From an optimization exercise on the open Yosys and OpenROAD flow, aimed at small area, a short achievable clock period and few clock cycles; shortcuts taken in it are not production practice. In this exercise RTL edits were held to simulation tests only and were not proved equivalent to the original.

## run G
// noc_mesh
module noc_mesh
#(
  parameter int  NOC_DIM_X    = 3,
  parameter int  NOC_DIM_Y    = 3,
  parameter int  BUFFER_DEPTH = 4,
  localparam int NODES        = NOC_DIM_X * NOC_DIM_Y
) (
  input  logic              clock,
  input  logic              rst_i,
  input  logic [NODES-1:0][FLIT_WIDTH-1:0] local_data_i,
  input  logic [NODES-1:0]  local_rx_i,
  output logic [NODES-1:0]  local_credit_o,
  output logic [NODES-1:0][FLIT_WIDTH-1:0] local_data_o,
  output logic [NODES-1:0]  local_tx_o,
  input  logic [NODES-1:0]  local_credit_i
);
export LEC_CHECK = 0
export CAP_MARGIN = 20
export CELL_PAD_IN_SITES_DETAIL_PLACEMENT = 1
export CORE_MARGIN = 2
export CORE_UTILIZATION = 35
export PLACE_DENSITY = 0.55
export SETUP_SLACK_MARGIN = 2.9
export SLEW_MARGIN = 20
export TNS_END_PERCENT = 5
create_clock -name core_clock -period 6.0 [get_ports {clock}]
standard.sh (not shown) runs the stock make flow with config.mk's settings and CLKGATE_MAP_FILE= SYNTH_SCRIPT=/design/flow/synth_recipe.tcl, a recipe that flattens the netlist after the stock synthesis.
==> flow/flow/run.sh <==
#!/bin/bash
set -o pipefail
export BUFFER_PORTS_ARGS="-buffer_cell sky130_fd_sc_hd__buf_1"
export SYNTH_KEEP_MODULES="credit_select credit_group"
export FASTROUTE_TCL="$PWD/flow/fastroute.tcl"
bash standard.sh > standard.log 2>&1
==> flow/flow/fastroute.tcl <==
# Global routing resources: as the platform's fastroute.tcl, but with more
# of met1 and met2 held back, so that global routing spreads the crossbar's
# wiring onto met3-met5 and leaves the lower layers room for pin access.
set_global_routing_layer_adjustment met1-met5 0.2
set_global_routing_layer_adjustment met1 0.5
set_global_routing_layer_adjustment met2 0.4

set_routing_layers -clock $::env(MIN_CLK_ROUTING_LAYER)-$::env(MAX_ROUTING_LAYER)
set_routing_layers -signal $::env(MIN_ROUTING_LAYER)-$::env(MAX_ROUTING_LAYER)
Testbench counts of run G, summed over its fixed seeds: cycles 2,366.
For run M, these inputs were changed with respect to run G:
- changing CAP_MARGIN from 20 to 35
- changing SLEW_MARGIN from 20 to 35
[summary]
- Run M -> run G: number of nets with antenna violations after routing delta 0, exact match
- Routed wire length: run M vs run G, no meaningful difference
- Run M — routed metal-1 wirelength about 0.4% higher, run G as reference
- Core utilization (run M over run G): increase, 0.32 points
- Via-per-instance ratio across run G and run M: no real change.
- Global-route wire length before repair (lower): run G
- The global-route usage over all layers reported for run M is greater than that of run G by 0.78 points.
- Area overhead of the layout relative to synthesis | run M above run G
- Run G and run M ended up with roughly the same via count of the routed design.

noc_mesh, a different RTL version from the one above (not shown whole).
Size: about 3200 cells after synthesis, about 330 I/O pins, roughly 27000 µm² of cells after synthesis.
==> flow/config.mk <==
export PLATFORM = sky130hd
export DESIGN_NAME = noc_mesh
export DESIGN_NICKNAME = noc_mesh
export VERILOG_FILES = /design/flow/design.v
export SDC_FILE = /design/flow/constraint.sdc
export NUM_CORES = 4
export LEC_CHECK = 0
export CAP_MARGIN = 20
export CELL_PAD_IN_SITES_DETAIL_PLACEMENT = 1
export CORE_MARGIN = 2
export CORE_UTILIZATION = 35
export PLACE_DENSITY = 0.55
export SETUP_SLACK_MARGIN = 2.9
export SLEW_MARGIN = 20
export TNS_END_PERCENT = 5
==> flow/constraint.sdc <==
create_clock -name core_clock -period 6.0 [get_ports {clock}]
set_input_delay 1.2000 -clock core_clock [delete_from_list [all_inputs] [get_ports {clock}]]
set_output_delay 1.2000 -clock core_clock [all_outputs]
set_load 0.01 [all_outputs]
==> flow/flow/run.sh <==
#!/bin/bash
set -o pipefail
export BUFFER_PORTS_ARGS="-buffer_cell sky130_fd_sc_hd__buf_1"
export SYNTH_KEEP_MODULES="credit_select"
export FASTROUTE_TCL="$PWD/flow/fastroute.tcl"
bash standard.sh > standard.log 2>&1
==> flow/flow/fastroute.tcl <==
# Global routing resources: as the platform's fastroute.tcl, but with most
# of met1 and more of met2 held back, so that global routing spreads the
# crossbar's wiring onto met3-met5 and leaves the lower layers room for pin
# access.
set_global_routing_layer_adjustment met1-met5 0.2
set_global_routing_layer_adjustment met1 0.7
set_global_routing_layer_adjustment met2 0.5

set_routing_layers -clock $::env(MIN_CLK_ROUTING_LAYER)-$::env(MAX_ROUTING_LAYER)
set_routing_layers -signal $::env(MIN_ROUTING_LAYER)-$::env(MAX_ROUTING_LAYER)
The baseline failed in 5_1_grt, error GRT-0232.
Testbench counts at the start, summed over its fixed seeds: cycles 2,366.
Rerun with:
==> flow/flow/fastroute.tcl (replaced) <==
# Global routing resources: as the platform's fastroute.tcl, but with more
# of met1 and met2 held back, so that global routing spreads the crossbar's
# wiring onto met3-met5 and leaves the lower layers room for pin access.
set_global_routing_layer_adjustment met1-met5 0.2
set_global_routing_layer_adjustment met1 0.5
set_global_routing_layer_adjustment met2 0.4

set_routing_layers -clock $::env(MIN_CLK_ROUTING_LAYER)-$::env(MAX_ROUTING_LAYER)
set_routing_layers -signal $::env(MIN_ROUTING_LAYER)-$::env(MAX_ROUTING_LAYER)
This time the run completed with no timing, DRC or antenna violations.
Area after synthesis is unchanged.
Synthesized cell count stays the same.

[separate check: timing with driven ports]
Ports are ideal in the flow. The routed layouts listed here were re-timed in OpenROAD.
Step 1: set_driving_cell puts a clkbuf_16 on clock and a buf_2 on each other input, an assumption about the parent block.
Step 2 times the ports against the registers' clock, not the clock port: input delays grow and output delays shrink by t, the midpoint of the rising clock arrivals with the driver on.
a / b / c = no drivers / after step 1 / after step 2; a / b = the first two.
run	shift t [ns]	slack for setup (ns)	worst slew at a driven data input, ns	pins driven straight from the clock port
run G	0.714	2.071 / 1.999 / 1.934	0.16	1
run M	0.709	2.400 / 2.326 / 1.945	0.10	1
the second run of note 2	0.710	2.299 / 2.229 / 1.885	0.25	1
After both steps setup and hold are still met in every run listed. For run M, which loses most, drivers alone change the setup slack by -0.074 ns; drivers and shift together by -0.455 ns.
